Context: an optimization exercise on an open-source flow, tuned for small area, a short achievable clock period and few clock cycles. The choices shown serve that exercise and are no tape-out recipe.
Function was checked by simulation only, so behaviour that the tests miss may differ from the original.

==> flow/constraint.sdc <==
create_clock -name core_clock -period 10.0 [get_ports {clk}]
set_input_delay 2.0000 -clock core_clock [delete_from_list [all_inputs] [get_ports {clk}]]
set_output_delay 2.0000 -clock core_clock [all_outputs]
set_load 0.01 [all_outputs]
==> flow/standard.sh <==
#!/bin/bash
# synth_recipe.tcl (not shown) runs the flow's synth.tcl, then flattens the netlist and writes it again
# the make line also repeats each setting of config.mk as NAME=value (left out here)
make -C /OpenROAD-flow-scripts/flow DESIGN_CONFIG=/design/flow/config.mk WORK_HOME=/design/flow/orfs CLKGATE_MAP_FILE= SYNTH_SCRIPT=/design/flow/synth_recipe.tcl "${@:-finish}"
==> flow/design.v <==
package lms_pkg;
    typedef logic signed [14-1:0] sample_t;
    typedef logic signed [16-1:0] weight_t;
    typedef logic signed [29-1:0] prod_t;
    typedef logic [5-1:0] tap_t;
    typedef enum logic [1:0] {
        UPD_IDLE  = 2'd0,
        UPD_MUL   = 2'd1,
        UPD_DIV   = 2'd2,
        UPD_WRITE = 2'd3
    } upd_state_t;
endpackage
`timescale 1ns/1ps
module lms_req_fifo #(
    parameter int DW = 63
) (
    input  logic          clk,
    input  logic          rstn,
    input  logic          push,
    input  logic [DW-1:0] push_data,
    input  logic          pop,
    output logic          head_valid,
    output logic [DW-1:0] head_data
);
    logic          v0, v1;
    logic [DW-1:0] data1;
    logic          ld0, ld1;
    assign head_valid = v0;
    assign ld0 = pop ? (v1 | push) : (!v0 & push);
    assign ld1 = pop ? (v1 & push) : (v0 & !v1 & push);
    always_ff @(posedge clk or negedge rstn)
    begin
        if (!rstn)
        begin
            v0 <= 1'b0;
            v1 <= 1'b0;
        end
        else
        begin
            if (pop)
            begin
                v0 <= v1 | push;
                v1 <= v1 & push;
            end
            else if (!v0)
                v0 <= push;
            else if (!v1)
                v1 <= push;
        end
    end
    always_ff @(posedge clk)
    begin
        if (ld0)
            head_data <= (pop && v1) ? data1 : push_data;
        if (ld1)
            data1 <= push_data;
    end
endmodule
`timescale 1ns/1ps
module lms_step_divider (
    input  logic                    clk,
    input  logic                    rstn,
    input  logic                    load,
    input  logic [26:0]             ld_a,
    input  logic [28:0]             ld_b,
    input  logic [3:0]              ld_cnt,
    input  logic                    ld_neg,
    input  logic                    res_ok,
    output logic                    free,
    output logic                    res_valid,
    output lms_pkg::weight_t        res_q,
    output logic                    res_neg,
    output logic                    idle_nx,
    output logic                    last_nx,
    output logic                    resv_nx
);
    logic        busy;
    logic        fin;
    logic [3:0]  cnt;
    logic [26:0] r;
    logic [28:0] b;
    logic [15:0] q;
    logic        neg;
    logic [29:0] h1, h2, h3;
    logic [30:0] d1, d2, d3;
    logic        ge1, ge2, ge3;
    logic [26:0] r_next;
    logic [15:0] q_next;
    logic        last;
    assign h1 = {2'b0, b[28:1]};
    assign h2 = {1'b0, b};
    assign h3 = {1'b0, b} + {2'b0, b[28:1]};
    assign d1 = {4'b0, r} - {1'b0, h1};
    assign d2 = {4'b0, r} - {1'b0, h2};
    assign d3 = {4'b0, r} - {1'b0, h3};
    assign ge1 = !d1[30];
    assign ge2 = !d2[30];
    assign ge3 = !d3[30];
    always_comb
    begin
        if (ge3)
        begin
            r_next = d3[26:0];
            q_next = {q[13:0], 2'd3};
        end
        else if (ge2)
        begin
            r_next = d2[26:0];
            q_next = {q[13:0], 2'd2};
        end
        else if (ge1)
        begin
            r_next = d1[26:0];
            q_next = {q[13:0], 2'd1};
        end
        else
        begin
            r_next = r;
            q_next = {q[13:0], 2'd0};
        end
    end
    logic last_r;
    assign last      = busy && last_r;
    assign res_valid = last || fin;
    assign res_q     = fin ? q : q_next;
    assign res_neg   = neg;
    assign free      = !(busy || fin) || (res_valid && res_ok);
    logic busy_nx, fin_nx, last_r_nx;
    always_comb
    begin
        busy_nx = busy;
        fin_nx  = fin;
        if (load)
        begin
            busy_nx = 1'b1;
            fin_nx  = 1'b0;
        end
        else if (last)
        begin
            busy_nx = 1'b0;
            fin_nx  = !res_ok;
        end
        else if (fin && res_ok)
            fin_nx = 1'b0;
        last_r_nx = load ? (ld_cnt == 4'd1) : (cnt == 4'd2);
    end
    assign idle_nx = !busy_nx && !fin_nx;
    assign last_nx = busy_nx && last_r_nx;
    assign resv_nx = last_nx || fin_nx;
    always_ff @(posedge clk or negedge rstn)
    begin
        if (!rstn)
        begin
            busy <= 1'b0;
            fin  <= 1'b0;
        end
        else
        begin
            busy <= busy_nx;
            fin  <= fin_nx;
        end
    end
    always_ff @(posedge clk)
    begin
        last_r <= last_r_nx;
        if (load)
        begin
            cnt    <= ld_cnt;
            r      <= ld_a;
            b      <= ld_b;
        end
        else
        begin
            cnt    <= cnt - 1'b1;
            r      <= r_next;
            b      <= b >> 2;
        end
    end
    always_ff @(posedge clk)
    begin
        if (load)
        begin
            q   <= '0;
            neg <= ld_neg;
        end
        else if (busy)
            q   <= q_next;
    end
endmodule
`timescale 1ns/1ps
module lms_weight_bank (
    input  logic              clk,
    input  logic              rstn,
    input  logic              wr_en,
    input  lms_pkg::tap_t     wr_tap,
    input  lms_pkg::weight_t  wr_data,
    input  lms_pkg::tap_t     cur_tap,
    input  lms_pkg::tap_t     rd_tap,
    output lms_pkg::weight_t  cur_weight,
    output lms_pkg::weight_t  rd_weight
);
    lms_pkg::weight_t     weights [32];
    logic [32-1:0] vld;
    assign cur_weight = vld[cur_tap] ? weights[cur_tap] : '0;
    always_ff @(posedge clk or negedge rstn)
    begin
        if (!rstn)
            vld <= '0;
        else if (wr_en)
            vld[wr_tap] <= 1'b1;
    end
    always_ff @(posedge clk)
    begin
        if (wr_en)
            weights[wr_tap] <= wr_data;
    end
    always_ff @(posedge clk)
    begin
        rd_weight <= vld[rd_tap] ? weights[rd_tap] : '0;
    end
endmodule
`timescale 1ns/1ps
module lms_update_ctrl #(
    parameter int CQ_N = 6
) (
    input  logic                     clk,
    input  logic                     rstn,
    input  logic                     req_valid,
    input  logic                     s_valid,
    input  lms_pkg::tap_t            s_tap,
    input  logic                     s_es,
    input  logic [13:0]              s_ea,
    input  logic                     s_fs,
    input  logic [13:0]              s_fa,
    input  logic                     s_ns,
    input  logic [26:0]              s_na,
    output logic                     s_pop,
    output logic                     credit_return,
    output logic                     d_load,
    output logic [26:0]              d_a,
    output logic [28:0]              d_b,
    output logic [3:0]               d_cnt,
    output logic                     d_neg,
    input  logic                     d_res_valid,
    input  lms_pkg::weight_t         d_res_q,
    input  logic                     d_res_neg,
    output logic                     d_res_ok,
    input  logic                     d_idle_nx,
    input  logic                     d_last_nx,
    input  logic                     d_resv_nx,
    input  lms_pkg::weight_t         cur_weight,
    output lms_pkg::tap_t            cur_tap,
    output logic                     wr_en,
    output lms_pkg::tap_t            wr_tap,
    output lms_pkg::weight_t         wr_data,
    output logic                     upd_done,
    output lms_pkg::tap_t            upd_tap
);
    function automatic logic [3:0] blen14(input logic [13:0] x);
        blen14 = '0;
        for (int i = 0; i < 14; i++)
            if (x[i]) blen14 = i + 1;
    endfunction
    function automatic logic [4:0] blen27(input logic [26:0] x);
        blen27 = '0;
        for (int i = 0; i < 27; i++)
            if (x[i]) blen27 = i + 1;
    endfunction
    logic [3:0]  le, lf;
    logic [4:0]  ln;
    logic [5:0]  lsum;
    logic [5:0]  kk;
    logic [3:0]  cyc;
    logic        zero;
    logic [27:0] mul_s, mul_c;
    lms_umul14 mul_i (
        .a (s_ea),
        .b (s_fa),
        .s (mul_s),
        .c (mul_c)
    );
    assign le   = blen14(s_ea);
    assign lf   = blen14(s_fa);
    assign ln   = blen27(s_na);
    assign lsum = {2'b0, le} + {2'b0, lf};
    assign kk   = lsum + 6'd2 - {1'b0, ln};
    assign cyc  = kk[4:1];
    logic skip;
    assign skip = zero || (cyc == 4'd1);
    assign zero = (le == 4'd0) || (lf == 4'd0) || (ln == 5'd0) || ({1'b0, ln} > lsum);
    logic               p_valid;
    logic               p_zero;   
    logic               p_isz;    
    lms_pkg::tap_t      p_tap;
    logic               p_neg;
    logic [27:0]        p_ps;
    logic [27:0]        p_pc;
    logic [26:0]        p_na;
    logic [3:0]         p_cyc;
    logic [4:0]         p_top;    
    logic               p_odd;    
    logic p_go;
    logic d_free;
    logic p_go_nx;
    logic d_free_nx;
    logic p_zero_nx;
    logic upd_done_nx;
    logic res_ok_nx;
    logic cq_space;
    assign s_pop = s_valid && (!p_valid || p_go);
    assign p_valid_nx = s_pop || (p_valid && !p_go);
    always_ff @(posedge clk or negedge rstn)
    begin
        if (!rstn)
            p_valid <= 1'b0;
        else
            p_valid <= p_valid_nx;
    end
    always_ff @(posedge clk)
    begin
        if (s_pop)
        begin
            p_zero <= skip;
            p_isz  <= zero;
            p_tap  <= s_tap;
            p_neg  <= s_es ^ s_fs ^ s_ns;
            p_ps   <= mul_s;
            p_pc   <= mul_c;
            p_na   <= s_na;
            p_cyc  <= cyc;
            p_top  <= lsum[4:0] - 5'd1;
            p_odd  <= !kk[0];
        end
    end
    logic [27:0] p_mag;
    logic [26:0] p_a;
    logic [28:0] p_b;
    assign p_mag = p_ps + p_pc;
    logic [30:0] p_t1, p_t2, p_t3;
    logic [1:0]  p_dig;
    assign p_t1  = {3'b0, p_ps} + {3'b0, p_pc} - {4'b0, p_na};
    assign p_t2  = {3'b0, p_ps} + {3'b0, p_pc} - {3'b0, p_na, 1'b0};
    assign p_t3  = {3'b0, p_ps} + {3'b0, p_pc} - {4'b0, p_na} - {3'b0, p_na, 1'b0};
    assign p_dig = !p_t3[30] ? 2'd3 : !p_t2[30] ? 2'd2 : !p_t1[30] ? 2'd1 : 2'd0;
    assign p_a   = p_mag[26:0];
    assign p_b   = {1'b0, p_na, 1'b0} << {p_cyc - 4'd1, 1'b0};
    logic p_trim;
    assign p_trim = p_odd && (p_cyc != 4'd1) && !p_mag[p_top];
    logic        m_valid;
    logic [26:0] m_a;
    logic [28:0] m_b;
    logic [3:0]  m_cyc;
    logic        m_neg;
    logic ld_m, ld_p, p_to_m;
    assign ld_m   = d_free && m_valid;
    assign ld_p   = d_free && !m_valid && p_valid && !p_zero && cq_space;
    assign p_to_m = p_go && !p_zero && !ld_p;
    assign m_valid_nx = p_to_m || (m_valid && !ld_m);
    always_ff @(posedge clk or negedge rstn)
    begin
        if (!rstn)
            m_valid <= 1'b0;
        else
            m_valid <= m_valid_nx;
    end
    always_ff @(posedge clk)
    begin
        if (p_to_m)
        begin
            m_a   <= p_a;
            m_b   <= p_trim ? (p_b >> 2) : p_b;
            m_cyc <= p_trim ? (p_cyc - 4'd1) : p_cyc;
            m_neg <= p_neg;
        end
    end
    assign d_load = ld_m || ld_p;
    assign d_a    = m_valid ? m_a   : p_a;
    assign d_b    = m_valid ? m_b   : p_b;
    assign d_cnt  = m_valid ? m_cyc : p_cyc;
    assign d_neg  = m_valid ? m_neg : p_neg;
    logic [1:0] owed;      
    logic [1:0] held;      
    logic [1:0] owed_nx;
    logic [1:0] held_nx;
    logic       pf_nx;
    logic       cr_nx;
    logic       p_valid_nx;
    logic       m_valid_nx;
    logic [CQ_N-1:0] cq_v_nx;
    logic [1:0] rr_v_nx;
    assign owed_nx = owed + {1'b0, req_valid} - {1'b0, credit_return};
    assign held_nx = held + {1'b0, req_valid} - {1'b0, p_go};
    assign pf_nx   = p_go_nx;
    assign cr_nx   = (owed_nx != 2'd0) && ((held_nx <= owed_nx) || (pf_nx && (held_nx == owed_nx + 2'd1)));
    always_ff @(posedge clk or negedge rstn)
    begin
        if (!rstn)
        begin
            owed          <= '0;
            held          <= '0;
            credit_return <= 1'b0;
        end
        else
        begin
            owed          <= owed_nx;
            held          <= held_nx;
            credit_return <= cr_nx;
        end
    end
    logic [1:0]       rr_v;
    logic [1:0][15:0] rr_q;
    logic [1:0]       rr_neg;
    logic             rr_take;
    logic             rr_put;
    logic [CQ_N-1:0]      cq_v;
    logic [CQ_N-1:0]      cq_div;
    logic [CQ_N-1:0][1:0] cq_dq;     
    logic [CQ_N-1:0]      cq_dn;     
    logic [CQ_N-1:0][4:0] cq_tap;
    logic                 cq_pop;
    logic cq_div0_nx;
    assign upd_tap  = cq_tap[0];
    assign cq_pop   = upd_done;
    assign cq_space = !cq_v[CQ_N-1] || cq_pop;
    logic [CQ_N-1:0] cq_nv;    
    logic [CQ_N-1:0] cq_pv;    
    logic [CQ_N-1:0] cq_ins;   
    always_comb
    begin
        for (int i = 0; i < CQ_N; i++)
        begin
            cq_nv[i]  = cq_pop ? ((i + 1 < CQ_N) ? cq_v[(i + 1 < CQ_N) ? i + 1 : i] : 1'b0) : cq_v[i];
            cq_pv[i]  = (i == 0) ? 1'b1 : (cq_pop ? cq_v[i] : cq_v[(i > 0) ? i - 1 : 0]);
            cq_ins[i] = p_go && cq_pv[i] && !cq_nv[i];
        end
    end
    assign cq_v_nx    = cq_nv | cq_ins;
    assign upd_done_nx = cq_v_nx[0] && (!cq_div0_nx || rr_v_nx[0]);
    assign res_ok_nx   = !rr_v_nx[1] || (upd_done_nx && cq_div0_nx);
    assign d_free_nx   = d_idle_nx || (d_resv_nx && res_ok_nx);
    assign p_zero_nx   = s_pop ? skip : p_zero;
    assign p_go_nx     = p_valid_nx && (!cq_v_nx[CQ_N-1] || upd_done_nx) &&
                         (p_zero_nx || !m_valid_nx || d_free_nx);
    always_ff @(posedge clk or negedge rstn)
    begin
        if (!rstn)
        begin
            p_go   <= 1'b0;
            d_free <= 1'b1;
        end
        else
        begin
            p_go   <= p_go_nx;
            d_free <= d_free_nx;
        end
    end
    assign cq_div0_nx = cq_ins[0] ? !p_zero : (cq_pop ? cq_div[(CQ_N > 1) ? 1 : 0] : cq_div[0]);
    always_ff @(posedge clk or negedge rstn)
    begin
        if (!rstn)
        begin
            cq_v     <= '0;
            upd_done <= 1'b0;
        end
        else
        begin
            cq_v     <= cq_v_nx;
            upd_done <= upd_done_nx;
        end
    end
    always_ff @(posedge clk)
    begin
        for (int i = 0; i < CQ_N; i++)
        begin
            if (cq_ins[i])
            begin
                cq_tap[i] <= p_tap;
                cq_div[i] <= !p_zero;
                cq_dq[i]  <= p_isz ? 2'd0 : p_dig;
                cq_dn[i]  <= p_neg;
            end
            else if (cq_pop)
            begin
                cq_tap[i] <= cq_tap[(i + 1 < CQ_N) ? i + 1 : i];
                cq_div[i] <= cq_div[(i + 1 < CQ_N) ? i + 1 : i];
                cq_dq[i]  <= cq_dq[(i + 1 < CQ_N) ? i + 1 : i];
                cq_dn[i]  <= cq_dn[(i + 1 < CQ_N) ? i + 1 : i];
            end
        end
    end
    assign rr_take  = upd_done && cq_div[0];
    assign d_res_ok = !rr_v[1] || rr_take;
    assign rr_put   = d_res_valid && d_res_ok;
    always_comb
    begin
        case ({rr_put, rr_take})
            2'b10:   rr_v_nx = {rr_v[0], 1'b1};
            2'b01:   rr_v_nx = {1'b0, rr_v[1]};
            default: rr_v_nx = rr_v;
        endcase
    end
    always_ff @(posedge clk or negedge rstn)
    begin
        if (!rstn)
            rr_v <= '0;
        else
            rr_v <= rr_v_nx;
    end
    always_ff @(posedge clk)
    begin
        if (rr_take)
        begin
            rr_q[0]   <= rr_v[1] ? rr_q[1] : d_res_q;
            rr_neg[0] <= rr_v[1] ? rr_neg[1] : d_res_neg;
        end
        else if (rr_put && !rr_v[0])
        begin
            rr_q[0]   <= d_res_q;
            rr_neg[0] <= d_res_neg;
        end
        if (rr_put && (rr_take ? rr_v[1] : rr_v[0]))
        begin
            rr_q[1]   <= d_res_q;
            rr_neg[1] <= d_res_neg;
        end
    end
    lms_pkg::tap_t    next_tap;
    lms_pkg::weight_t cw;
    logic [1:0][4:0] cq_tap_nx;
    always_comb
    begin
        for (int i = 0; i < 2; i++)
            cq_tap_nx[i] = cq_ins[i] ? p_tap : (cq_pop ? cq_tap[i + 1] : cq_tap[i]);
    end
    logic ins0_nx;
    lms_pkg::tap_t p_tap_nx;
    assign ins0_nx  = p_go_nx && !(upd_done_nx ? cq_v_nx[(CQ_N > 1) ? 1 : 0] : cq_v_nx[0]);
    assign p_tap_nx = s_pop ? s_tap : p_tap;
    always_ff @(posedge clk)
    begin
        next_tap <= ins0_nx ? p_tap_nx : (upd_done_nx ? cq_tap_nx[1] : cq_tap_nx[0]);
    end
    assign cur_tap  = next_tap;
    always_ff @(posedge clk)
    begin
        if (wr_en && (wr_tap == next_tap))
            cw <= wr_data;
        else
            cw <= cur_weight;
    end
    lms_pkg::weight_t st_q;
    logic             st_neg;
    assign st_q    = cq_div[0] ? rr_q[0] : {14'd0, cq_dq[0]};
    assign st_neg  = cq_div[0] ? rr_neg[0] : cq_dn[0];
    assign wr_en   = upd_done;
    assign wr_tap  = cq_tap[0];
    assign wr_data = cw + (st_q ^ {16{st_neg}}) + {15'd0, st_neg};
endmodule
module lms_umul14 (
    input  logic [13:0] a,
    input  logic [13:0] b,
    output logic [27:0] s,
    output logic [27:0] c
);
    logic t1, t2, t3, t4, t5, t6, t7, t8, t9, t10, t11, t12, t13, t14, t15, t16, t17, t18, t19, t20, t21, t22, t23, t24, t25, t26, t27, t28, t29, t30, t31, t32, t33, t34, t35, t36, t37, t38, t39, t40, t41, t42, t43, t44, t45, t46, t47, t48, t49, t50, t51, t52, t53, t54, t55, t56, t57, t58, t59, t60, t61, t62, t63, t64, t65, t66, t67, t68, t69, t70, t71, t72, t73, t74, t75, t76, t77, t78, t79, t80, t81, t82, t83, t84, t85, t86, t87, t88, t89, t90, t91, t92, t93, t94, t95, t96, t97, t98, t99, t100, t101, t102, t103, t104, t105, t106, t107, t108, t109, t110, t111, t112, t113, t114, t115, t116, t117, t118, t119, t120, t121, t122, t123, t124, t125, t126, t127, t128, t129, t130, t131, t132, t133, t134, t135, t136, t137, t138, t139, t140, t141, t142, t143, t144, t145, t146, t147, t148, t149, t150, t151, t152, t153, t154, t155, t156, t157, t158, t159, t160, t161, t162, t163, t164, t165, t166, t167, t168, t169, t170, t171, t172, t173, t174, t175, t176, t177, t178, t179, t180, t181, t182, t183, t184, t185, t186, t187, t188, t189, t190, t191, t192, t193, t194, t195, t196, t197, t198, t199, t200, t201, t202, t203, t204, t205, t206, t207, t208, t209, t210, t211, t212, t213, t214, t215, t216, t217, t218, t219, t220, t221, t222, t223, t224, t225, t226, t227, t228, t229, t230, t231, t232, t233, t234, t235, t236, t237, t238, t239, t240, t241, t242, t243, t244, t245, t246, t247, t248, t249, t250, t251, t252, t253, t254, t255, t256, t257, t258, t259, t260, t261, t262, t263, t264, t265, t266, t267, t268, t269, t270, t271, t272, t273, t274, t275, t276, t277, t278, t279, t280, t281, t282, t283, t284, t285, t286, t287, t288, t289, t290, t291, t292, t293, t294, t295, t296, t297, t298, t299, t300, t301, t302, t303, t304, t305, t306, t307, t308, t309, t310, t311, t312, t313, t314, t315, t316, t317, t318, t319, t320, t321, t322, t323, t324, t325, t326, t327, t328, t329, t330, t331, t332, t333, t334, t335, t336, t337, t338, t339, t340, t341, t342, t343, t344, t345, t346, t347, t348, t349, t350, t351, t352, t353, t354, t355, t356, t357, t358, t359, t360, t361, t362, t363, t364, t365, t366, t367, t368, t369, t370, t371, t372, t373, t374, t375, t376, t377, t378, t379, t380, t381, t382, t383, t384, t385, t386, t387, t388, t389, t390, t391, t392, t393, t394, t395, t396, t397, t398, t399, t400, t401, t402, t403, t404, t405, t406, t407, t408, t409, t410, t411, t412, t413, t414, t415, t416, t417, t418, t419, t420, t421, t422, t423, t424, t425, t426, t427, t428, t429, t430, t431, t432, t433, t434, t435, t436, t437, t438, t439, t440, t441, t442, t443, t444, t445, t446, t447, t448, t449, t450, t451, t452, t453, t454, t455, t456, t457, t458, t459, t460, t461, t462, t463, t464, t465, t466, t467, t468, t469, t470, t471, t472, t473, t474, t475, t476, t477, t478, t479, t480, t481, t482, t483, t484, t485, t486, t487, t488, t489, t490, t491, t492, t493, t494, t495, t496, t497, t498, t499, t500, t501, t502, t503, t504, t505, t506, t507, t508;
    assign t1 = (a[0] & b[0]);
    assign t2 = (a[0] & b[1]);
    assign t3 = (a[1] & b[0]);
    assign t4 = (a[0] & b[2]);
    assign t5 = (a[1] & b[1]);
    assign t6 = (a[2] & b[0]);
    assign t7 = (a[0] & b[3]);
    assign t8 = (a[1] & b[2]);
    assign t9 = (a[2] & b[1]);
    assign t10 = (a[3] & b[0]);
    assign t11 = (a[0] & b[4]);
    assign t12 = (a[1] & b[3]);
    assign t13 = (a[2] & b[2]);
    assign t14 = (a[3] & b[1]);
    assign t15 = (a[4] & b[0]);
    assign t16 = (a[0] & b[5]);
    assign t17 = (a[1] & b[4]);
    assign t18 = (a[2] & b[3]);
    assign t19 = (a[3] & b[2]);
    assign t20 = (a[4] & b[1]);
    assign t21 = (a[5] & b[0]);
    assign t22 = (a[0] & b[6]);
    assign t23 = (a[1] & b[5]);
    assign t24 = (a[2] & b[4]);
    assign t25 = (a[3] & b[3]);
    assign t26 = (a[4] & b[2]);
    assign t27 = (a[5] & b[1]);
    assign t28 = (a[6] & b[0]);
    assign t29 = (a[0] & b[7]);
    assign t30 = (a[1] & b[6]);
    assign t31 = (a[2] & b[5]);
    assign t32 = (a[3] & b[4]);
    assign t33 = (a[4] & b[3]);
    assign t34 = (a[5] & b[2]);
    assign t35 = (a[6] & b[1]);
    assign t36 = (a[7] & b[0]);
    assign t37 = (a[0] & b[8]);
    assign t38 = (a[1] & b[7]);
    assign t39 = (a[2] & b[6]);
    assign t40 = (a[3] & b[5]);
    assign t41 = (a[4] & b[4]);
    assign t42 = (a[5] & b[3]);
    assign t43 = (a[6] & b[2]);
    assign t44 = (a[7] & b[1]);
    assign t45 = (a[8] & b[0]);
    assign t46 = (a[0] & b[9]);
    assign t47 = (a[1] & b[8]);
    assign t48 = (a[2] & b[7]);
    assign t49 = (a[3] & b[6]);
    assign t50 = (a[4] & b[5]);
    assign t51 = (a[5] & b[4]);
    assign t52 = (a[6] & b[3]);
    assign t53 = (a[7] & b[2]);
    assign t54 = (a[8] & b[1]);
    assign t55 = (a[9] & b[0]);
    assign t56 = (a[0] & b[10]);
    assign t57 = (a[1] & b[9]);
    assign t58 = (a[2] & b[8]);
    assign t59 = (a[3] & b[7]);
    assign t60 = (a[4] & b[6]);
    assign t61 = (a[5] & b[5]);
    assign t62 = (a[6] & b[4]);
    assign t63 = (a[7] & b[3]);
    assign t64 = (a[8] & b[2]);
    assign t65 = (a[9] & b[1]);
    assign t66 = (a[10] & b[0]);
    assign t67 = (a[0] & b[11]);
    assign t68 = (a[1] & b[10]);
    assign t69 = (a[2] & b[9]);
    assign t70 = (a[3] & b[8]);
    assign t71 = (a[4] & b[7]);
    assign t72 = (a[5] & b[6]);
    assign t73 = (a[6] & b[5]);
    assign t74 = (a[7] & b[4]);
    assign t75 = (a[8] & b[3]);
    assign t76 = (a[9] & b[2]);
    assign t77 = (a[10] & b[1]);
    assign t78 = (a[11] & b[0]);
    assign t79 = (a[0] & b[12]);
    assign t80 = (a[1] & b[11]);
    assign t81 = (a[2] & b[10]);
    assign t82 = (a[3] & b[9]);
    assign t83 = (a[4] & b[8]);
    assign t84 = (a[5] & b[7]);
    assign t85 = (a[6] & b[6]);
    assign t86 = (a[7] & b[5]);
    assign t87 = (a[8] & b[4]);
    assign t88 = (a[9] & b[3]);
    assign t89 = (a[10] & b[2]);
    assign t90 = (a[11] & b[1]);
    assign t91 = (a[12] & b[0]);
    assign t92 = (a[0] & b[13]);
    assign t93 = (a[1] & b[12]);
    assign t94 = (a[2] & b[11]);
    assign t95 = (a[3] & b[10]);
    assign t96 = (a[4] & b[9]);
    assign t97 = (a[5] & b[8]);
    assign t98 = (a[6] & b[7]);
    assign t99 = (a[7] & b[6]);
    assign t100 = (a[8] & b[5]);
    assign t101 = (a[9] & b[4]);
    assign t102 = (a[10] & b[3]);
    assign t103 = (a[11] & b[2]);
    assign t104 = (a[12] & b[1]);
    assign t105 = (a[13] & b[0]);
    assign t106 = (a[1] & b[13]);
    assign t107 = (a[2] & b[12]);
    assign t108 = (a[3] & b[11]);
    assign t109 = (a[4] & b[10]);
    assign t110 = (a[5] & b[9]);
    assign t111 = (a[6] & b[8]);
    assign t112 = (a[7] & b[7]);
    assign t113 = (a[8] & b[6]);
    assign t114 = (a[9] & b[5]);
    assign t115 = (a[10] & b[4]);
    assign t116 = (a[11] & b[3]);
    assign t117 = (a[12] & b[2]);
    assign t118 = (a[13] & b[1]);
    assign t119 = (a[2] & b[13]);
    assign t120 = (a[3] & b[12]);
    assign t121 = (a[4] & b[11]);
    assign t122 = (a[5] & b[10]);
    assign t123 = (a[6] & b[9]);
    assign t124 = (a[7] & b[8]);
    assign t125 = (a[8] & b[7]);
    assign t126 = (a[9] & b[6]);
    assign t127 = (a[10] & b[5]);
    assign t128 = (a[11] & b[4]);
    assign t129 = (a[12] & b[3]);
    assign t130 = (a[13] & b[2]);
    assign t131 = (a[3] & b[13]);
    assign t132 = (a[4] & b[12]);
    assign t133 = (a[5] & b[11]);
    assign t134 = (a[6] & b[10]);
    assign t135 = (a[7] & b[9]);
    assign t136 = (a[8] & b[8]);
    assign t137 = (a[9] & b[7]);
    assign t138 = (a[10] & b[6]);
    assign t139 = (a[11] & b[5]);
    assign t140 = (a[12] & b[4]);
    assign t141 = (a[13] & b[3]);
    assign t142 = (a[4] & b[13]);
    assign t143 = (a[5] & b[12]);
    assign t144 = (a[6] & b[11]);
    assign t145 = (a[7] & b[10]);
    assign t146 = (a[8] & b[9]);
    assign t147 = (a[9] & b[8]);
    assign t148 = (a[10] & b[7]);
    assign t149 = (a[11] & b[6]);
    assign t150 = (a[12] & b[5]);
    assign t151 = (a[13] & b[4]);
    assign t152 = (a[5] & b[13]);
    assign t153 = (a[6] & b[12]);
    assign t154 = (a[7] & b[11]);
    assign t155 = (a[8] & b[10]);
    assign t156 = (a[9] & b[9]);
    assign t157 = (a[10] & b[8]);
    assign t158 = (a[11] & b[7]);
    assign t159 = (a[12] & b[6]);
    assign t160 = (a[13] & b[5]);
    assign t161 = (a[6] & b[13]);
    assign t162 = (a[7] & b[12]);
    assign t163 = (a[8] & b[11]);
    assign t164 = (a[9] & b[10]);
    assign t165 = (a[10] & b[9]);
    assign t166 = (a[11] & b[8]);
    assign t167 = (a[12] & b[7]);
    assign t168 = (a[13] & b[6]);
    assign t169 = (a[7] & b[13]);
    assign t170 = (a[8] & b[12]);
    assign t171 = (a[9] & b[11]);
    assign t172 = (a[10] & b[10]);
    assign t173 = (a[11] & b[9]);
    assign t174 = (a[12] & b[8]);
    assign t175 = (a[13] & b[7]);
    assign t176 = (a[8] & b[13]);
    assign t177 = (a[9] & b[12]);
    assign t178 = (a[10] & b[11]);
    assign t179 = (a[11] & b[10]);
    assign t180 = (a[12] & b[9]);
    assign t181 = (a[13] & b[8]);
    assign t182 = (a[9] & b[13]);
    assign t183 = (a[10] & b[12]);
    assign t184 = (a[11] & b[11]);
    assign t185 = (a[12] & b[10]);
    assign t186 = (a[13] & b[9]);
    assign t187 = (a[10] & b[13]);
    assign t188 = (a[11] & b[12]);
    assign t189 = (a[12] & b[11]);
    assign t190 = (a[13] & b[10]);
    assign t191 = (a[11] & b[13]);
    assign t192 = (a[12] & b[12]);
    assign t193 = (a[13] & b[11]);
    assign t194 = (a[12] & b[13]);
    assign t195 = (a[13] & b[12]);
    assign t196 = (a[13] & b[13]);
    assign t197 = t92 ^ t93;
    assign t198 = t92 & t93;
    assign t199 = t106 ^ t107;
    assign t200 = t106 & t107;
    assign t201 = t46 ^ t47;
    assign t202 = t46 & t47;
    assign t203 = t56 ^ t57 ^ t58;
    assign t204 = (t56 & t57) | (t56 & t58) | (t57 & t58);
    assign t205 = t59 ^ t60;
    assign t206 = t59 & t60;
    assign t207 = t67 ^ t68 ^ t69;
    assign t208 = (t67 & t68) | (t67 & t69) | (t68 & t69);
    assign t209 = t70 ^ t71 ^ t72;
    assign t210 = (t70 & t71) | (t70 & t72) | (t71 & t72);
    assign t211 = t73 ^ t74;
    assign t212 = t73 & t74;
    assign t213 = t79 ^ t80 ^ t81;
    assign t214 = (t79 & t80) | (t79 & t81) | (t80 & t81);
    assign t215 = t82 ^ t83 ^ t84;
    assign t216 = (t82 & t83) | (t82 & t84) | (t83 & t84);
    assign t217 = t85 ^ t86 ^ t87;
    assign t218 = (t85 & t86) | (t85 & t87) | (t86 & t87);
    assign t219 = t88 ^ t89;
    assign t220 = t88 & t89;
    assign t221 = t197 ^ t94 ^ t95;
    assign t222 = (t197 & t94) | (t197 & t95) | (t94 & t95);
    assign t223 = t96 ^ t97 ^ t98;
    assign t224 = (t96 & t97) | (t96 & t98) | (t97 & t98);
    assign t225 = t99 ^ t100 ^ t101;
    assign t226 = (t99 & t100) | (t99 & t101) | (t100 & t101);
    assign t227 = t102 ^ t103 ^ t104;
    assign t228 = (t102 & t103) | (t102 & t104) | (t103 & t104);
    assign t229 = t199 ^ t108 ^ t109;
    assign t230 = (t199 & t108) | (t199 & t109) | (t108 & t109);
    assign t231 = t110 ^ t111 ^ t112;
    assign t232 = (t110 & t111) | (t110 & t112) | (t111 & t112);
    assign t233 = t113 ^ t114 ^ t115;
    assign t234 = (t113 & t114) | (t113 & t115) | (t114 & t115);
    assign t235 = t116 ^ t117 ^ t118;
    assign t236 = (t116 & t117) | (t116 & t118) | (t117 & t118);
    assign t237 = t119 ^ t120 ^ t121;
    assign t238 = (t119 & t120) | (t119 & t121) | (t120 & t121);
    assign t239 = t122 ^ t123 ^ t124;
    assign t240 = (t122 & t123) | (t122 & t124) | (t123 & t124);
    assign t241 = t125 ^ t126 ^ t127;
    assign t242 = (t125 & t126) | (t125 & t127) | (t126 & t127);
    assign t243 = t128 ^ t129 ^ t130;
    assign t244 = (t128 & t129) | (t128 & t130) | (t129 & t130);
    assign t245 = t131 ^ t132 ^ t133;
    assign t246 = (t131 & t132) | (t131 & t133) | (t132 & t133);
    assign t247 = t134 ^ t135 ^ t136;
    assign t248 = (t134 & t135) | (t134 & t136) | (t135 & t136);
    assign t249 = t137 ^ t138 ^ t139;
    assign t250 = (t137 & t138) | (t137 & t139) | (t138 & t139);
    assign t251 = t142 ^ t143 ^ t144;
    assign t252 = (t142 & t143) | (t142 & t144) | (t143 & t144);
    assign t253 = t145 ^ t146 ^ t147;
    assign t254 = (t145 & t146) | (t145 & t147) | (t146 & t147);
    assign t255 = t152 ^ t153 ^ t154;
    assign t256 = (t152 & t153) | (t152 & t154) | (t153 & t154);
    assign t257 = t22 ^ t23;
    assign t258 = t22 & t23;
    assign t259 = t29 ^ t30 ^ t31;
    assign t260 = (t29 & t30) | (t29 & t31) | (t30 & t31);
    assign t261 = t32 ^ t33;
    assign t262 = t32 & t33;
    assign t263 = t37 ^ t38 ^ t39;
    assign t264 = (t37 & t38) | (t37 & t39) | (t38 & t39);
    assign t265 = t40 ^ t41 ^ t42;
    assign t266 = (t40 & t41) | (t40 & t42) | (t41 & t42);
    assign t267 = t43 ^ t44;
    assign t268 = t43 & t44;
    assign t269 = t201 ^ t48 ^ t49;
    assign t270 = (t201 & t48) | (t201 & t49) | (t48 & t49);
    assign t271 = t50 ^ t51 ^ t52;
    assign t272 = (t50 & t51) | (t50 & t52) | (t51 & t52);
    assign t273 = t53 ^ t54 ^ t55;
    assign t274 = (t53 & t54) | (t53 & t55) | (t54 & t55);
    assign t275 = t203 ^ t205 ^ t61;
    assign t276 = (t203 & t205) | (t203 & t61) | (t205 & t61);
    assign t277 = t62 ^ t63 ^ t64;
    assign t278 = (t62 & t63) | (t62 & t64) | (t63 & t64);
    assign t279 = t65 ^ t66 ^ t202;
    assign t280 = (t65 & t66) | (t65 & t202) | (t66 & t202);
    assign t281 = t207 ^ t209 ^ t211;
    assign t282 = (t207 & t209) | (t207 & t211) | (t209 & t211);
    assign t283 = t75 ^ t76 ^ t77;
    assign t284 = (t75 & t76) | (t75 & t77) | (t76 & t77);
    assign t285 = t78 ^ t204 ^ t206;
    assign t286 = (t78 & t204) | (t78 & t206) | (t204 & t206);
    assign t287 = t213 ^ t215 ^ t217;
    assign t288 = (t213 & t215) | (t213 & t217) | (t215 & t217);
    assign t289 = t219 ^ t90 ^ t91;
    assign t290 = (t219 & t90) | (t219 & t91) | (t90 & t91);
    assign t291 = t208 ^ t210 ^ t212;
    assign t292 = (t208 & t210) | (t208 & t212) | (t210 & t212);
    assign t293 = t221 ^ t223 ^ t225;
    assign t294 = (t221 & t223) | (t221 & t225) | (t223 & t225);
    assign t295 = t227 ^ t105 ^ t214;
    assign t296 = (t227 & t105) | (t227 & t214) | (t105 & t214);
    assign t297 = t216 ^ t218 ^ t220;
    assign t298 = (t216 & t218) | (t216 & t220) | (t218 & t220);
    assign t299 = t229 ^ t231 ^ t233;
    assign t300 = (t229 & t231) | (t229 & t233) | (t231 & t233);
    assign t301 = t235 ^ t198 ^ t222;
    assign t302 = (t235 & t198) | (t235 & t222) | (t198 & t222);
    assign t303 = t224 ^ t226 ^ t228;
    assign t304 = (t224 & t226) | (t224 & t228) | (t226 & t228);
    assign t305 = t237 ^ t239 ^ t241;
    assign t306 = (t237 & t239) | (t237 & t241) | (t239 & t241);
    assign t307 = t243 ^ t200 ^ t230;
    assign t308 = (t243 & t200) | (t243 & t230) | (t200 & t230);
    assign t309 = t232 ^ t234 ^ t236;
    assign t310 = (t232 & t234) | (t232 & t236) | (t234 & t236);
    assign t311 = t245 ^ t247 ^ t249;
    assign t312 = (t245 & t247) | (t245 & t249) | (t247 & t249);
    assign t313 = t140 ^ t141 ^ t238;
    assign t314 = (t140 & t141) | (t140 & t238) | (t141 & t238);
    assign t315 = t240 ^ t242 ^ t244;
    assign t316 = (t240 & t242) | (t240 & t244) | (t242 & t244);
    assign t317 = t251 ^ t253 ^ t148;
    assign t318 = (t251 & t253) | (t251 & t148) | (t253 & t148);
    assign t319 = t149 ^ t150 ^ t151;
    assign t320 = (t149 & t150) | (t149 & t151) | (t150 & t151);
    assign t321 = t246 ^ t248 ^ t250;
    assign t322 = (t246 & t248) | (t246 & t250) | (t248 & t250);
    assign t323 = t255 ^ t155 ^ t156;
    assign t324 = (t255 & t155) | (t255 & t156) | (t155 & t156);
    assign t325 = t157 ^ t158 ^ t159;
    assign t326 = (t157 & t158) | (t157 & t159) | (t158 & t159);
    assign t327 = t160 ^ t252 ^ t254;
    assign t328 = (t160 & t252) | (t160 & t254) | (t252 & t254);
    assign t329 = t161 ^ t162 ^ t163;
    assign t330 = (t161 & t162) | (t161 & t163) | (t162 & t163);
    assign t331 = t164 ^ t165 ^ t166;
    assign t332 = (t164 & t165) | (t164 & t166) | (t165 & t166);
    assign t333 = t167 ^ t168 ^ t256;
    assign t334 = (t167 & t168) | (t167 & t256) | (t168 & t256);
    assign t335 = t169 ^ t170 ^ t171;
    assign t336 = (t169 & t170) | (t169 & t171) | (t170 & t171);
    assign t337 = t172 ^ t173 ^ t174;
    assign t338 = (t172 & t173) | (t172 & t174) | (t173 & t174);
    assign t339 = t176 ^ t177 ^ t178;
    assign t340 = (t176 & t177) | (t176 & t178) | (t177 & t178);
    assign t341 = t11 ^ t12;
    assign t342 = t11 & t12;
    assign t343 = t16 ^ t17 ^ t18;
    assign t344 = (t16 & t17) | (t16 & t18) | (t17 & t18);
    assign t345 = t19 ^ t20;
    assign t346 = t19 & t20;
    assign t347 = t257 ^ t24 ^ t25;
    assign t348 = (t257 & t24) | (t257 & t25) | (t24 & t25);
    assign t349 = t26 ^ t27 ^ t28;
    assign t350 = (t26 & t27) | (t26 & t28) | (t27 & t28);
    assign t351 = t259 ^ t261 ^ t34;
    assign t352 = (t259 & t261) | (t259 & t34) | (t261 & t34);
    assign t353 = t35 ^ t36 ^ t258;
    assign t354 = (t35 & t36) | (t35 & t258) | (t36 & t258);
    assign t355 = t263 ^ t265 ^ t267;
    assign t356 = (t263 & t265) | (t263 & t267) | (t265 & t267);
    assign t357 = t45 ^ t260 ^ t262;
    assign t358 = (t45 & t260) | (t45 & t262) | (t260 & t262);
    assign t359 = t269 ^ t271 ^ t273;
    assign t360 = (t269 & t271) | (t269 & t273) | (t271 & t273);
    assign t361 = t264 ^ t266 ^ t268;
    assign t362 = (t264 & t266) | (t264 & t268) | (t266 & t268);
    assign t363 = t275 ^ t277 ^ t279;
    assign t364 = (t275 & t277) | (t275 & t279) | (t277 & t279);
    assign t365 = t270 ^ t272 ^ t274;
    assign t366 = (t270 & t272) | (t270 & t274) | (t272 & t274);
    assign t367 = t281 ^ t283 ^ t285;
    assign t368 = (t281 & t283) | (t281 & t285) | (t283 & t285);
    assign t369 = t276 ^ t278 ^ t280;
    assign t370 = (t276 & t278) | (t276 & t280) | (t278 & t280);
    assign t371 = t287 ^ t289 ^ t291;
    assign t372 = (t287 & t289) | (t287 & t291) | (t289 & t291);
    assign t373 = t282 ^ t284 ^ t286;
    assign t374 = (t282 & t284) | (t282 & t286) | (t284 & t286);
    assign t375 = t293 ^ t295 ^ t297;
    assign t376 = (t293 & t295) | (t293 & t297) | (t295 & t297);
    assign t377 = t288 ^ t290 ^ t292;
    assign t378 = (t288 & t290) | (t288 & t292) | (t290 & t292);
    assign t379 = t299 ^ t301 ^ t303;
    assign t380 = (t299 & t301) | (t299 & t303) | (t301 & t303);
    assign t381 = t294 ^ t296 ^ t298;
    assign t382 = (t294 & t296) | (t294 & t298) | (t296 & t298);
    assign t383 = t305 ^ t307 ^ t309;
    assign t384 = (t305 & t307) | (t305 & t309) | (t307 & t309);
    assign t385 = t300 ^ t302 ^ t304;
    assign t386 = (t300 & t302) | (t300 & t304) | (t302 & t304);
    assign t387 = t311 ^ t313 ^ t315;
    assign t388 = (t311 & t313) | (t311 & t315) | (t313 & t315);
    assign t389 = t306 ^ t308 ^ t310;
    assign t390 = (t306 & t308) | (t306 & t310) | (t308 & t310);
    assign t391 = t317 ^ t319 ^ t321;
    assign t392 = (t317 & t319) | (t317 & t321) | (t319 & t321);
    assign t393 = t312 ^ t314 ^ t316;
    assign t394 = (t312 & t314) | (t312 & t316) | (t314 & t316);
    assign t395 = t323 ^ t325 ^ t327;
    assign t396 = (t323 & t325) | (t323 & t327) | (t325 & t327);
    assign t397 = t318 ^ t320 ^ t322;
    assign t398 = (t318 & t320) | (t318 & t322) | (t320 & t322);
    assign t399 = t329 ^ t331 ^ t333;
    assign t400 = (t329 & t331) | (t329 & t333) | (t331 & t333);
    assign t401 = t324 ^ t326 ^ t328;
    assign t402 = (t324 & t326) | (t324 & t328) | (t326 & t328);
    assign t403 = t335 ^ t337 ^ t175;
    assign t404 = (t335 & t337) | (t335 & t175) | (t337 & t175);
    assign t405 = t330 ^ t332 ^ t334;
    assign t406 = (t330 & t332) | (t330 & t334) | (t332 & t334);
    assign t407 = t339 ^ t179 ^ t180;
    assign t408 = (t339 & t179) | (t339 & t180) | (t179 & t180);
    assign t409 = t181 ^ t336 ^ t338;
    assign t410 = (t181 & t336) | (t181 & t338) | (t336 & t338);
    assign t411 = t182 ^ t183 ^ t184;
    assign t412 = (t182 & t183) | (t182 & t184) | (t183 & t184);
    assign t413 = t185 ^ t186 ^ t340;
    assign t414 = (t185 & t186) | (t185 & t340) | (t186 & t340);
    assign t415 = t187 ^ t188 ^ t189;
    assign t416 = (t187 & t188) | (t187 & t189) | (t188 & t189);
    assign t417 = t7 ^ t8;
    assign t418 = t7 & t8;
    assign t419 = t341 ^ t13 ^ t14;
    assign t420 = (t341 & t13) | (t341 & t14) | (t13 & t14);
    assign t421 = t343 ^ t345 ^ t21;
    assign t422 = (t343 & t345) | (t343 & t21) | (t345 & t21);
    assign t423 = t347 ^ t349 ^ t344;
    assign t424 = (t347 & t349) | (t347 & t344) | (t349 & t344);
    assign t425 = t351 ^ t353 ^ t348;
    assign t426 = (t351 & t353) | (t351 & t348) | (t353 & t348);
    assign t427 = t355 ^ t357 ^ t352;
    assign t428 = (t355 & t357) | (t355 & t352) | (t357 & t352);
    assign t429 = t359 ^ t361 ^ t356;
    assign t430 = (t359 & t361) | (t359 & t356) | (t361 & t356);
    assign t431 = t363 ^ t365 ^ t360;
    assign t432 = (t363 & t365) | (t363 & t360) | (t365 & t360);
    assign t433 = t367 ^ t369 ^ t364;
    assign t434 = (t367 & t369) | (t367 & t364) | (t369 & t364);
    assign t435 = t371 ^ t373 ^ t368;
    assign t436 = (t371 & t373) | (t371 & t368) | (t373 & t368);
    assign t437 = t375 ^ t377 ^ t372;
    assign t438 = (t375 & t377) | (t375 & t372) | (t377 & t372);
    assign t439 = t379 ^ t381 ^ t376;
    assign t440 = (t379 & t381) | (t379 & t376) | (t381 & t376);
    assign t441 = t383 ^ t385 ^ t380;
    assign t442 = (t383 & t385) | (t383 & t380) | (t385 & t380);
    assign t443 = t387 ^ t389 ^ t384;
    assign t444 = (t387 & t389) | (t387 & t384) | (t389 & t384);
    assign t445 = t391 ^ t393 ^ t388;
    assign t446 = (t391 & t393) | (t391 & t388) | (t393 & t388);
    assign t447 = t395 ^ t397 ^ t392;
    assign t448 = (t395 & t397) | (t395 & t392) | (t397 & t392);
    assign t449 = t399 ^ t401 ^ t396;
    assign t450 = (t399 & t401) | (t399 & t396) | (t401 & t396);
    assign t451 = t403 ^ t405 ^ t400;
    assign t452 = (t403 & t405) | (t403 & t400) | (t405 & t400);
    assign t453 = t407 ^ t409 ^ t404;
    assign t454 = (t407 & t409) | (t407 & t404) | (t409 & t404);
    assign t455 = t411 ^ t413 ^ t408;
    assign t456 = (t411 & t413) | (t411 & t408) | (t413 & t408);
    assign t457 = t415 ^ t190 ^ t412;
    assign t458 = (t415 & t190) | (t415 & t412) | (t190 & t412);
    assign t459 = t191 ^ t192 ^ t193;
    assign t460 = (t191 & t192) | (t191 & t193) | (t192 & t193);
    assign t461 = t4 ^ t5;
    assign t462 = t4 & t5;
    assign t463 = t417 ^ t9 ^ t10;
    assign t464 = (t417 & t9) | (t417 & t10) | (t9 & t10);
    assign t465 = t419 ^ t15 ^ t418;
    assign t466 = (t419 & t15) | (t419 & t418) | (t15 & t418);
    assign t467 = t421 ^ t342 ^ t420;
    assign t468 = (t421 & t342) | (t421 & t420) | (t342 & t420);
    assign t469 = t423 ^ t346 ^ t422;
    assign t470 = (t423 & t346) | (t423 & t422) | (t346 & t422);
    assign t471 = t425 ^ t350 ^ t424;
    assign t472 = (t425 & t350) | (t425 & t424) | (t350 & t424);
    assign t473 = t427 ^ t354 ^ t426;
    assign t474 = (t427 & t354) | (t427 & t426) | (t354 & t426);
    assign t475 = t429 ^ t358 ^ t428;
    assign t476 = (t429 & t358) | (t429 & t428) | (t358 & t428);
    assign t477 = t431 ^ t362 ^ t430;
    assign t478 = (t431 & t362) | (t431 & t430) | (t362 & t430);
    assign t479 = t433 ^ t366 ^ t432;
    assign t480 = (t433 & t366) | (t433 & t432) | (t366 & t432);
    assign t481 = t435 ^ t370 ^ t434;
    assign t482 = (t435 & t370) | (t435 & t434) | (t370 & t434);
    assign t483 = t437 ^ t374 ^ t436;
    assign t484 = (t437 & t374) | (t437 & t436) | (t374 & t436);
    assign t485 = t439 ^ t378 ^ t438;
    assign t486 = (t439 & t378) | (t439 & t438) | (t378 & t438);
    assign t487 = t441 ^ t382 ^ t440;
    assign t488 = (t441 & t382) | (t441 & t440) | (t382 & t440);
    assign t489 = t443 ^ t386 ^ t442;
    assign t490 = (t443 & t386) | (t443 & t442) | (t386 & t442);
    assign t491 = t445 ^ t390 ^ t444;
    assign t492 = (t445 & t390) | (t445 & t444) | (t390 & t444);
    assign t493 = t447 ^ t394 ^ t446;
    assign t494 = (t447 & t394) | (t447 & t446) | (t394 & t446);
    assign t495 = t449 ^ t398 ^ t448;
    assign t496 = (t449 & t398) | (t449 & t448) | (t398 & t448);
    assign t497 = t451 ^ t402 ^ t450;
    assign t498 = (t451 & t402) | (t451 & t450) | (t402 & t450);
    assign t499 = t453 ^ t406 ^ t452;
    assign t500 = (t453 & t406) | (t453 & t452) | (t406 & t452);
    assign t501 = t455 ^ t410 ^ t454;
    assign t502 = (t455 & t410) | (t455 & t454) | (t410 & t454);
    assign t503 = t457 ^ t414 ^ t456;
    assign t504 = (t457 & t414) | (t457 & t456) | (t414 & t456);
    assign t505 = t459 ^ t416 ^ t458;
    assign t506 = (t459 & t416) | (t459 & t458) | (t416 & t458);
    assign t507 = t194 ^ t195 ^ t460;
    assign t508 = (t194 & t195) | (t194 & t460) | (t195 & t460);
    assign s = {1'b0, t196, t507, t505, t503, t501, t499, t497, t495, t493, t491, t489, t487, t485, t483, t481, t479, t477, t475, t473, t471, t469, t467, t465, t463, t461, t2, t1};
    assign c = {1'b0, t508, t506, t504, t502, t500, t498, t496, t494, t492, t490, t488, t486, t484, t482, t480, t478, t476, t474, t472, t470, t468, t466, t464, t462, t6, t3, 1'b0};
endmodule
`timescale 1ns/1ps
module lms_weight_top (
    input  logic                     clk,
    input  logic                     rstn,
    input  logic                     req_valid,
    input  lms_pkg::tap_t            req_tap,
    input  lms_pkg::sample_t         req_err,
    input  lms_pkg::sample_t         req_ref,
    input  logic [32-1:0]  req_power,
    input  lms_pkg::tap_t            rd_tap,
    output logic                     credit_return,
    output logic                     upd_done,
    output lms_pkg::tap_t            upd_tap,
    output lms_pkg::weight_t         rd_weight
);
    logic                     s_valid;
    logic                     s_pop;
    logic [62:0]              push_data;
    logic [62:0]              s_data;
    logic [13:0]              req_ea, req_fa;
    logic [26:0]              req_na;
    logic [26:0]              req_nrm;
    assign req_nrm   = req_power[32-1:5];
    assign req_ea    = req_err[13] ? -req_err : req_err;
    assign req_fa    = req_ref[13] ? -req_ref : req_ref;
    assign req_na    = req_nrm[26] ? -req_nrm : req_nrm;
    assign push_data = {req_tap, req_err[13], req_ea, req_ref[13], req_fa, req_nrm[26], req_na};
    logic                     d_load;
    logic [26:0]              d_a;
    logic [28:0]              d_b;
    logic [3:0]               d_cnt;
    logic                     d_neg;
    logic                     d_free;
    logic                     d_res_valid;
    lms_pkg::weight_t         d_res_q;
    logic                     d_res_neg;
    logic                     d_res_ok;
    logic                     d_idle_nx;
    logic                     d_last_nx;
    logic                     d_resv_nx;
    lms_pkg::tap_t            cur_tap;
    lms_pkg::weight_t         cur_weight;
    logic                     wr_en;
    lms_pkg::tap_t            wr_tap;
    lms_pkg::weight_t         wr_data;
    lms_req_fifo #(.DW(63)) fifo_i (
        .clk        (clk),
        .rstn       (rstn),
        .push       (req_valid),
        .push_data  (push_data),
        .pop        (s_pop),
        .head_valid (s_valid),
        .head_data  (s_data)
    );
    lms_update_ctrl ctrl_i (
        .clk           (clk),
        .rstn          (rstn),
        .req_valid     (req_valid),
        .s_valid       (s_valid),
        .s_tap         (s_data[62:58]),
        .s_es          (s_data[57]),
        .s_ea          (s_data[56:43]),
        .s_fs          (s_data[42]),
        .s_fa          (s_data[41:28]),
        .s_ns          (s_data[27]),
        .s_na          (s_data[26:0]),
        .s_pop         (s_pop),
        .credit_return (credit_return),
        .d_load        (d_load),
        .d_a           (d_a),
        .d_b           (d_b),
        .d_cnt         (d_cnt),
        .d_neg         (d_neg),
        .d_res_valid   (d_res_valid),
        .d_res_q       (d_res_q),
        .d_res_neg     (d_res_neg),
        .d_res_ok      (d_res_ok),
        .d_idle_nx     (d_idle_nx),
        .d_last_nx     (d_last_nx),
        .d_resv_nx     (d_resv_nx),
        .cur_weight    (cur_weight),
        .cur_tap       (cur_tap),
        .wr_en         (wr_en),
        .wr_tap        (wr_tap),
        .wr_data       (wr_data),
        .upd_done      (upd_done),
        .upd_tap       (upd_tap)
    );
    lms_step_divider div_i (
        .clk       (clk),
        .rstn      (rstn),
        .load      (d_load),
        .ld_a      (d_a),
        .ld_b      (d_b),
        .ld_cnt    (d_cnt),
        .ld_neg    (d_neg),
        .res_ok    (d_res_ok),
        .free      (),
        .res_valid (d_res_valid),
        .res_q     (d_res_q),
        .res_neg   (d_res_neg),
        .idle_nx   (d_idle_nx),
        .last_nx   (d_last_nx),
        .resv_nx   (d_resv_nx)
    );
    lms_weight_bank bank_i (
        .clk        (clk),
        .rstn       (rstn),
        .wr_en      (wr_en),
        .wr_tap     (wr_tap),
        .wr_data    (wr_data),
        .cur_tap    (cur_tap),
        .rd_tap     (rd_tap),
        .cur_weight (cur_weight),
        .rd_weight  (rd_weight)
    );
endmodule
==> flow/flow/run.sh <==
#!/bin/bash
set -euo pipefail
sed 's/SETUP_SLACK_MARGIN=[0-9.]*/SETUP_SLACK_MARGIN=6.2/' standard.sh > standard_margin.sh
grep -q 'SETUP_SLACK_MARGIN=6.2' standard_margin.sh
bash standard_margin.sh > standard_run.log 2>&1
==> flow/config.mk <==
export PLATFORM = sky130hd
export DESIGN_NAME = lms_weight_top
export DESIGN_NICKNAME = lms_weight_top
export VERILOG_FILES = /design/flow/design.v
export SDC_FILE = /design/flow/constraint.sdc
export NUM_CORES = 4
export LEC_CHECK = 0
export CAP_MARGIN = 20
export CORE_MARGIN = 2
export CORE_UTILIZATION = 40
export SETUP_SLACK_MARGIN = 5
export SLEW_MARGIN = 20
==> impl_metrics.tcl <==
set metrics [dict create \
    post-route-drc-count 0 \
    timing.max_slew.rel_slack 0.295 \
    drive_gt1_frac 0.252 \
    antenna-diode-count 0 \
    boundaryPins 96 \
    synthCells 4795 \
    grt_max_degree 70 \
    number_of_buffers_created_by_cts 115 \
    synth_area_leader_cell "edfxtp_1" \
    areaGrowthSynthToFinish_pct 18.6 \
    worstSkewPairLatency_ps 770 \
    ys.warnings.count 4 \
    grt_setup_unrepaired "true" \
    critPathKind "reg -> reg" \
    placed_cell_area_sq_um 65900 \
    netlist_area_sq_um 62000 \
    worst_ep_arrival_time_ps 6510 \
    multi_input_comb_area_sq_um 32000 \
    final.min_clock_period_ps 6060 \
    clock_sink_count 1054 \
    clock_slew_at_the_register_clock_pins_of_the_worst_setup_and_hold_paths_ps 60 \
    r2r_cells 27 \
    critical_path.endpoint_type "flop" \
    fin_tns_setup_ps 0 \
    post-route-period-util 0.606 \
    critical_path.reg2reg.startpoint "ctrl_i.p_ps[1]" \
    fp.dieH_um 398 \
    critical_path_source "ctrl_i.p_ps[1]" \
    synth.avg_cell_area_sq_um 12.9 \
    port-buffer-count 90 \
    cts_max_path_buffers 3 \
    synth_async_sr_flop_share 0.0512 \
    groute.usage.overall 0.202 \
    detailed_place_hpwl_um 104000 \
    clock_tree.htree_level_count 3 \
    core.rowCount 144 \
    start_util 0.402 \
    worst_slack_ps 3940 \
    globalplace.congestion 0.879 \
    sequential_cell_area_sq_um 30400 \
    overflow 0 \
    yosysMostFrequentCell "edfxtp_1" \
    pre_cts_ws_ps 3570 \
    timing.reg2reg.setup_slack_ps 3940 \
    cts_tree "done" \
    route.antenna.remaining_nets 0 \
    seq_total_area_yosys 0.489 \
    timing_worst_slew_pin_value_ps 1050 \
    global_route.usage.met2 0.325 \
    core_region_area_sq_um 154000 \
    synth.area.top_cells "edfxtp_1, mux4_2, fa_1" \
    synth_enable_flop_cells 896 \
    worst-endpoint-required_ps 10450 \
    grt_antenna_before_repair 0 \
    worst_r2r_endpoint "ctrl_i.cq_dq[7]" \
    setup_viol 0 \
    grt_first_pass_wirelength_um 247000 \
    gr-usage-met1 0.279 \
    design_area_sq_um 73600 \
    final-instance-count-excl-fill 7224 \
    fillers 13400 \
    drt-initial-drc-count 3209 \
    crit_fanout 5 \
    die-area_sq_um 158000 \
    netlist-cell-type-count 92 \
    netlist.area_leader.share 0.434 \
    wl_per_cell_um 22.5 \
    achievable_freq_mhz 165 \
    met3_grt_util 0.0342 \
    run_status "no timing/DRC/antenna violations" \
    num_vias 40900 \
    syn_nets 5299 \
    max_cap_viol_count 0 \
    dpl.cell_count 6797 \
    post_synth_most_frequent_cells "edfxtp_1, nor2_1, mux4_2" \
    grt_pass1_vias 41700 \
    post_drt_via_cell_ratio 5.66 \
    ys_seq_elements 1054 \
    drt_pass1_iterations 7 \
    slew_viol_final 0 \
    die-width_um 398 \
    cts-root-buf "clkbuf_16" \
    report.final.hold_viol_count 0 \
    endpoint "ctrl_i.cq_dq[7]" \
    synth_ff_type "edfxtp_1" \
    worstSetupStartpointType "flop" \
    hold_path_class "reg -> reg" \
    globalRoute.busiestLayer "met2" \
    layout.nets 5584 \
    drt_total_wl_um 163000 \
    finClkSkew_ps 105 \
]
[registers in the layout (all words and copies together) (netlist names), 6 cells and up]
| register | count |
|---|---|
| bank_i.vld | 32 |
| ctrl_i.p_pc | 26 |
| ctrl_i.m_a | 27 |
| fifo_i.head_data | 63 |
| ctrl_i.cq_dq | 12 |
| ctrl_i.p_na | 27 |
| div_i.b | 29 |
| fifo_i.data1 | 63 |
| div_i.r | 27 |
| ctrl_i.rr_q | 32 |
| ctrl_i.cq_div | 6 |
| ctrl_i.cq_v | 6 |
| bank_i.weights | 512 |
| ctrl_i.cq_tap | 30 |
| ctrl_i.cq_dn | 6 |
| ctrl_i.m_b | 29 |
| bank_i.rd_weight | 16 |
| ctrl_i.cw | 16 |
| ctrl_i.p_ps | 27 |
| div_i.q | 16 |
[metrics by stage]
stage | utilization | hold WS [ps]
6_report | 0.477 | 384
5_1_grt | 0.477 | 386
4_1_cts | 0.467 | 376
3_5_place_dp | 0.428 | 442
3_3_place_gp | 0.428 | 434
2_1_floorplan | - | 418
[layer usage]
metal  share of wire  up-vias
met2            0.47     1341
met1            0.43    20700
met3           0.066      299
met4           0.033        0
met5               0        -
li1                -    18600
[layout make-up]
cell class	instances	area share
sequential	1054	0.413
tap	2044	0.0348
clock buffer	151	0.0427
timing repair buffer	388	0.0519
inverter	282	0.0145
multi-input combinational	3239	0.435
clock inverter	66	0.00874
[cell families (layout without fill, tap and decap cells)]
kind of cell	Yosys count	count (layout)	synth area share
XOR/XNOR	210	210	0.0297
flip-flops	1054	1054	0.489
multiplexers	533	533	0.159
AND/OR/NAND/NOR	1189	1190	0.0901
AO/OA/AOI/OAI	872	875	0.0926
buffers and inverters	506	887	0.0314
adder cells (fa/ha/maj)	431	431	0.108
[worst min path at each step]
| stage | to | depth (start not counted) | slack (ps) | startpoint |
|---|---|---|---|---|
| 5_1_grt | ctrl_i.rr_neg[1] | 0 | 390 | div_i.neg |
| 4_1_cts | ctrl_i.rr_neg[1] | 0 | 380 | div_i.neg |
| 3_5_place_dp | ctrl_i.rr_neg[1] | 0 | 440 | div_i.neg |
| 2_1_floorplan | ctrl_i.p_na[0] | 0 | 420 | fifo_i.head_data[0] |
| 3_3_place_gp | ctrl_i.rr_neg[1] | 0 | 430 | div_i.neg |
| 6_report | ctrl_i.rr_neg[1] | 0 | 380 | div_i.neg |
[critical path: stages (launching register included)]
cell and delay (ps):
edfxtp_1 370, ha_2 210, fa_2 430, a21o_1 220
a21oi_2 170, xor2_2 240, inv_2 90, ha_4 220
o21a_4 120, a2111oi_4 360, o31ai_4 140, a2111oi_4 420
o31ai_4 130, a211o_1 350, a21oi_4 210, o21bai_1 110
xor2_1 170, ha_1 320, nor2b_1 140, o21ai_1 130
nand2b_1 80, nor3_1 170, o21ai_1 90, o21ai_1 190
a21bo_4 280, a21oi_4 170, buf_12 150, o31ai_1 60
[cells in the final DEF (no fill, tap or decap), types with 29 or more instances in the layout]
cell type,n
fa_1,148
clkbuf_16,119
a21oi_1,196
fa_2,29
inv_2,34
a21o_1,85
mux4_2,353
a211oi_1,39
and2_1,158
buf_4,222
nand2b_1,40
o21bai_1,57
a31oi_1,29
nand2_1,318
o21ai_0,128
nand3_1,33
nor2_2,36
xnor2_1,113
xor2_1,56
clkdlybuf4s50_1,69
nor3_1,43
nor2_1,363
edfxtp_1,896
ha_1,230
mux2i_1,116
dfrtp_1,51
buf_6,36
inv_1,245
mux2_2,50
dfxtp_1,93
[timing repair]
| action | CTS | global route |
|---|---|---|
| resized for setup | 278 | 210 |
| buffers inserted | 136 | 62 |
| endpoints found under the setup margin | 445 | 321 |
| gates cloned | 8 | 4 |
| hold buffers | 0 | 0 |
| pin swaps | 105 | 130 |
Testbench counts, summed over its fixed seeds: cycles 3,987.

## separate check: timing with driven ports
Ports are ideal in the flow. The routed layout listed here was re-timed in OpenROAD.
Step 1 sets driving cells, clkbuf_16 on the clock port and buf_2 on the other inputs (assumed; they add their load-dependent delay and slew).
Step 2 times the ports against the registers' clock, not the clock port: input delays grow and output delays shrink by t, the midpoint of the rising clock arrivals with the driver on.
a / b / c = ideal ports / drivers / drivers and shift; a / b = the first two.
shift t [ns]: 0.795
slack for setup (ns): 3.944 / 3.944 / 3.944
worst register clock-pin slew, ns: 0.07 / 0.07
After both steps setup and hold are still met in this run. The setup slack of this run moves by 0.000 ns with the drivers and by 0.000 ns with both steps.
